Context: an optimization exercise on an open-source flow, tuned for small area, a short achievable clock period and few clock cycles per item. The choices shown serve that exercise and are no tape-out recipe.
RTL that was checked went through simulation tests only; none was proved equivalent to the original.
Power figures rest on the tool's default switching activity, not on a simulated workload.

## run 1
## exec_unit
module exec_unit (
    input  logic        clk,
    input  logic        rst_n,
    input  logic        cyc,
    input  logic        stb,
    input  logic        we,
    input  logic [2:0]  adr,
    input  logic [31:0] dat_w,
    output logic [31:0] dat_r,
    output logic        ack
);
    function automatic logic [5:0] clz32(input logic [31:0] v);
        logic [15:0] v1; logic [15:0] c1;
        logic [7:0]  v2; logic [15:0] c2;
        logic [3:0]  v3; logic [11:0] c3;
        logic [1:0]  v4; logic [7:0]  c4;
        logic        v5; logic [4:0]  c5;
        for (int i = 0; i < 16; i++) begin
            v1[i] = v[2*i+1] | v[2*i];
            c1[i] = ~v[2*i+1];
        end
        for (int i = 0; i < 8; i++) begin
            v2[i] = v1[2*i+1] | v1[2*i];
            c2[2*i +: 2] = v1[2*i+1] ? {1'b0, c1[2*i+1]} : {1'b1, c1[2*i]};
        end
        for (int i = 0; i < 4; i++) begin
            v3[i] = v2[2*i+1] | v2[2*i];
            c3[3*i +: 3] = v2[2*i+1] ? {1'b0, c2[2*(2*i+1) +: 2]} : {1'b1, c2[2*(2*i) +: 2]};
        end
        for (int i = 0; i < 2; i++) begin
            v4[i] = v3[2*i+1] | v3[2*i];
            c4[4*i +: 4] = v3[2*i+1] ? {1'b0, c3[3*(2*i+1) +: 3]} : {1'b1, c3[3*(2*i) +: 3]};
        end
        v5 = v4[1] | v4[0];
  ...
For scale: roughly 2200 cells after synthesis, about 73 I/O pins, ~19000 um^2 of cells after synthesis.
make LEC_CHECK=0 CAP_MARGIN=20 CORE_MARGIN=2 CORE_UTILIZATION=40 SETUP_SLACK_MARGIN=4.0 SLEW_MARGIN=20 finish   # period 7.0 ns
run.sh (not shown) runs the stock make flow with config.mk's settings and CLKGATE_MAP_FILE= SYNTH_SCRIPT=/design/flow/synth_recipe.tcl, a recipe that flattens the netlist after the stock synthesis.
Run 1 reached the end of the flow, and the finished layout is clean on the timing, DRC and antenna checks.
> inputs changed (run 1 -> run 2)
- SETUP_SLACK_MARGIN no longer set, was 4.0
Findings:
- Slowest cell on the critical path = sky130_fd_sc_hd__or4_4: run 1; slowest cell on the critical path = sky130_fd_sc_hd__clkdlybuf4s50_1: run 2
- The final reports for run 2 and run 1 show total via count in the routed design lower in the former.
- Measured against run 2, the maximum resistive drop on vdd of run 1 comes out at 1.20 times the reference value.
- Run 2 — total power of the final layout 4.1% lower, run 1 as reference
- Run 2 reports its biggest power consumer among the groups as sequential cells while run 1 reports clock.
Here is what was changed in the inputs of run 3 compared with run 2.
- SETUP_SLACK_MARGIN now 2.5, previously not set
- Run 3: post-route cell area higher than run 2
- Timing-limited maximum frequency of run 3 exceeds that of run 2 by more than 10%.
- Run 3 against run 2: max-slew headroom at the worst pin has increased, switching power share of the total has decreased, clock buffer count has increased.
- The final cell count without fillers of run 3 exceeds that of run 2 by 59.
- Per the comparison of run 3 with run 2, worst-case vdd ir drop did not really move, hold violation count in the final report did not really move.
Function was not checked in any run of this note: the RTL went through the layout flow alone.


## P
Another version of the RTL of exec_unit (not shown whole).
Size in the first run: roughly 2200 cells after synthesis, ~240 flip-flops, ~73 I/O pins.
clock: 7.0 ns
lec_check: 0
cap_margin: 20
core_margin: 2
core_utilization: 50
setup_slack_margin: 3.2
slew_margin: 20
Testbench counts of P, summed over its fixed seeds: cycles 20,703, ops 2,400.
The following lists how Q was set up differently from P:
- a change of SETUP_SLACK_MARGIN from 3.2 to 3.0
Compared with P, Q shows a maximum fanout along the worst path that is 6 lower. Number of iterations in the first detailed-routing pass: Q vs P — no meaningful difference. The lower net switching power came out of P. Q consumes more power than P does. Taking P as the reference, in Q final worst-path setup slack went up by 100 ps; relative area change from synthesis to final layout went down by 1.8 points.
Input changes introduced in R (baseline for comparison: Q):
- CORE_UTILIZATION changed from 50 to 60
R does better than Q on final design area excluding fillers. Compared with Q, R shows a multi-input logic portion of the cell area that is 0.55 points higher. Lower clock network power share was reported by Q, not R. Compared with Q, R instantiates a smaller number of standard cells. When R is set beside Q, its number of cells after detailed placement turns out to be 97 smaller. Against Q, R reports a global-route usage that is higher.
For S, these inputs were changed with respect to R:
- SETUP_SLACK_MARGIN: 3.0 -> 3.3
- CORE_UTILIZATION: 60 -> 40
Results
For R, the top contributor to total power was the clock network, unlike S, where it was sequential cells.
Non-clock buffer count grows by more than half when moving from R to S.
Compared with R, S shows a lower sequential share of layout area.
In terms of required time reported for the critical path endpoint, S and R differ only marginally.
R → S: via count rose 123, maximum frequency fell 7.0 MHz, worst hold slack across all endpoints rose 3.3 ps, cts-stage hold buffer count about even.
Minimum clock period after layout | S above R
Cmp S and R / least setup slack across all paths after layout / higher: R
NOTE: logic depth of the worst path, buffers included in S exceeds that of R
For T, these inputs were changed with respect to S:
- SETUP_SLACK_MARGIN now 2.8, was 3.3
Notes after the runs:
- When T is set beside S, its multi-input logic portion of the cell area turns out to be 0.29 points larger.
- Timing endpoint of the critical path: dat_r[8] -> S, ack -> T
- Against S, maximum VDD drop in T rose by a few percent.
- T reports its launch point of the critical path as we while S reports adr[2].
- From S to T the numbers moved as follows: global-route wire length before repair saw a decrease, number of filler cells placed in the layout moved up, hold slack comparable, share of the core filled with cells shows a reduction of 4.1 points, length of routed wiring on met1 went up.
- Portion of total power attributed to combinational logic: lower on T
- Compared with S, T is the more power-hungry design.


exec_unit, a different RTL version from the one above (not shown whole).
Size in the first run: roughly 240 flip-flops, about 73 I/O pins.
==> flow/design.v (excerpt) <==
module exec_unit (
    input  logic        clk,
    input  logic        rst_n,
    input  logic        cyc,
    input  logic        stb,
    input  logic        we,
    input  logic [2:0]  adr,
    input  logic [31:0] dat_w,
    output logic [31:0] dat_r,
    output logic        ack
);
    function automatic logic [5:0] clz32(input logic [31:0] v);
        logic [15:0] v1; logic [15:0] c1;
        logic [7:0]  v2; logic [15:0] c2;
        logic [3:0]  v3; logic [11:0] c3;
        logic [1:0]  v4; logic [7:0]  c4;
        logic        v5; logic [4:0]  c5;
        for (int i = 0; i < 16; i++) begin
            v1[i] = v[2*i+1] | v[2*i];
            c1[i] = ~v[2*i+1];
        end
        for (int i = 0; i < 8; i++) begin
            v2[i] = v1[2*i+1] | v1[2*i];
            c2[2*i +: 2] = v1[2*i+1] ? {1'b0, c1[2*i+1]} : {1'b1, c1[2*i]};
        end
        for (int i = 0; i < 4; i++) begin
            v3[i] = v2[2*i+1] | v2[2*i];
            c3[3*i +: 3] = v2[2*i+1] ? {1'b0, c2[2*(2*i+1) +: 2]} : {1'b1, c2[2*(2*i) +: 2]};
        end
        for (int i = 0; i < 2; i++) begin
            v4[i] = v3[2*i+1] | v3[2*i];
            c4[4*i +: 4] = v3[2*i+1] ? {1'b0, c3[3*(2*i+1) +: 3]} : {1'b1, c3[3*(2*i) +: 3]};
        end
        v5 = v4[1] | v4[0];
        c5 = v4[1] ? {1'b0, c4[7:4]} : {1'b1, c4[3:0]};
        clz32 = v5 ? {1'b0, c5} : 6'd32;
    endfunction
    logic [31:0] reg_a, reg_b, reg_i;
    logic        busy;
    logic [31:0] x, y, z;
    logic [5:0]  amt;                 
    logic        op_add, op_addi, op_sub, op_and, op_or, op_sll, op_sra, op_mul, op_div;
    logic        sa, rneg, imm_ovf, dz;
    logic [2:0]  st_id;               
    logic        st_neq, st_lt;
    logic sel, hold, launch, wr;
    assign sel    = cyc & stb;
    assign hold   = busy & ((we & (adr == 3'd2)) | (~we & ((adr == 3'd3) | (adr == 3'd4))));
    assign ack    = sel & ~hold;
    assign wr     = sel & we & ~hold;
    assign launch = wr & (adr == 3'd2);
    always_comb begin
        case (adr)
            3'd0:    dat_r = reg_a;
            3'd1:    dat_r = reg_b;
            3'd2:    dat_r = reg_i;
            3'd3:    dat_r = x;
            3'd4:    dat_r = {26'd0, st_id, st_lt, st_neq, |st_id};
            default: dat_r = 32'd0;
        endcase
    end
    logic [5:0] clza, clzb, clz_w;
  ...
make LEC_CHECK=0 CAP_MARGIN=20 CORE_MARGIN=2 CORE_UTILIZATION=40 SETUP_SLACK_MARGIN=2.5 SLEW_MARGIN=20 finish   # period 7.0 ns
Testbench counts at the start, summed over its fixed seeds: cycles 20,703, ops 2,400.
Then changed:
Settings changed: SETUP_SLACK_MARGIN 2.5 to 3.0.
The new run completed without violations.
Routed wire length increases by a little under a tenth.
Utilization increases by 1.7 points.
Worst setup slack gains 0.50 ns.
Synthesized cell count does not change.
Power increases by a few percent.

## what the ideal ports hide
No port has a modelled driver above. Below, the same layouts with a new extraction and two added sets of constraints.
Step 1: set_driving_cell puts a clkbuf_16 on clk and a buf_2 on each other input, an assumption about the parent block.
Step 2 times the ports against the registers' clock, not the clock port: input delays grow and output delays shrink by t, the midpoint of the rising clock arrivals with the driver on.
a / b / c = ideal / step 1 / step 2; a / b = the first two.
| run | shift t [ns] | setup slack, ns | worst setup path at the end | worst data-port slew with drivers (ns) |
|---|---|---|---|---|
| run 1 | 0.614 | 2.402 / 2.402 / 2.402 | register to register | 0.05 |
| run 2 | 0.637 | 1.565 / 1.542 / 1.360 | input to register | 0.05 |
| run 3 | 0.621 | 2.548 / 2.525 / 2.064 | input to register | 0.06 |
| P | 0.617 | 2.941 / 2.874 / 2.654 | input to register | 0.06 |
| Q | 0.617 | 3.044 / 2.955 / 2.568 | input to register | 0.08 |
| R | 0.619 | 3.021 / 2.958 / 2.439 | input to register | 0.06 |
| S | 0.615 | 2.907 / 2.840 / 2.682 | input to register | 0.09 |
| T | 0.616 | 2.833 / 2.795 / 2.286 | input to register | 0.05 |
| the first run of note 3 | 0.619 | 2.452 / 2.452 / 1.930 | input to register | 0.07 |
| the second run of note 3 | 0.644 | 2.950 / 2.889 / 2.505 | input to register | 0.13 |
After both steps setup and hold are still met in every run listed. For R, which loses most, drivers alone change the setup slack by -0.063 ns; drivers and shift together by -0.582 ns.
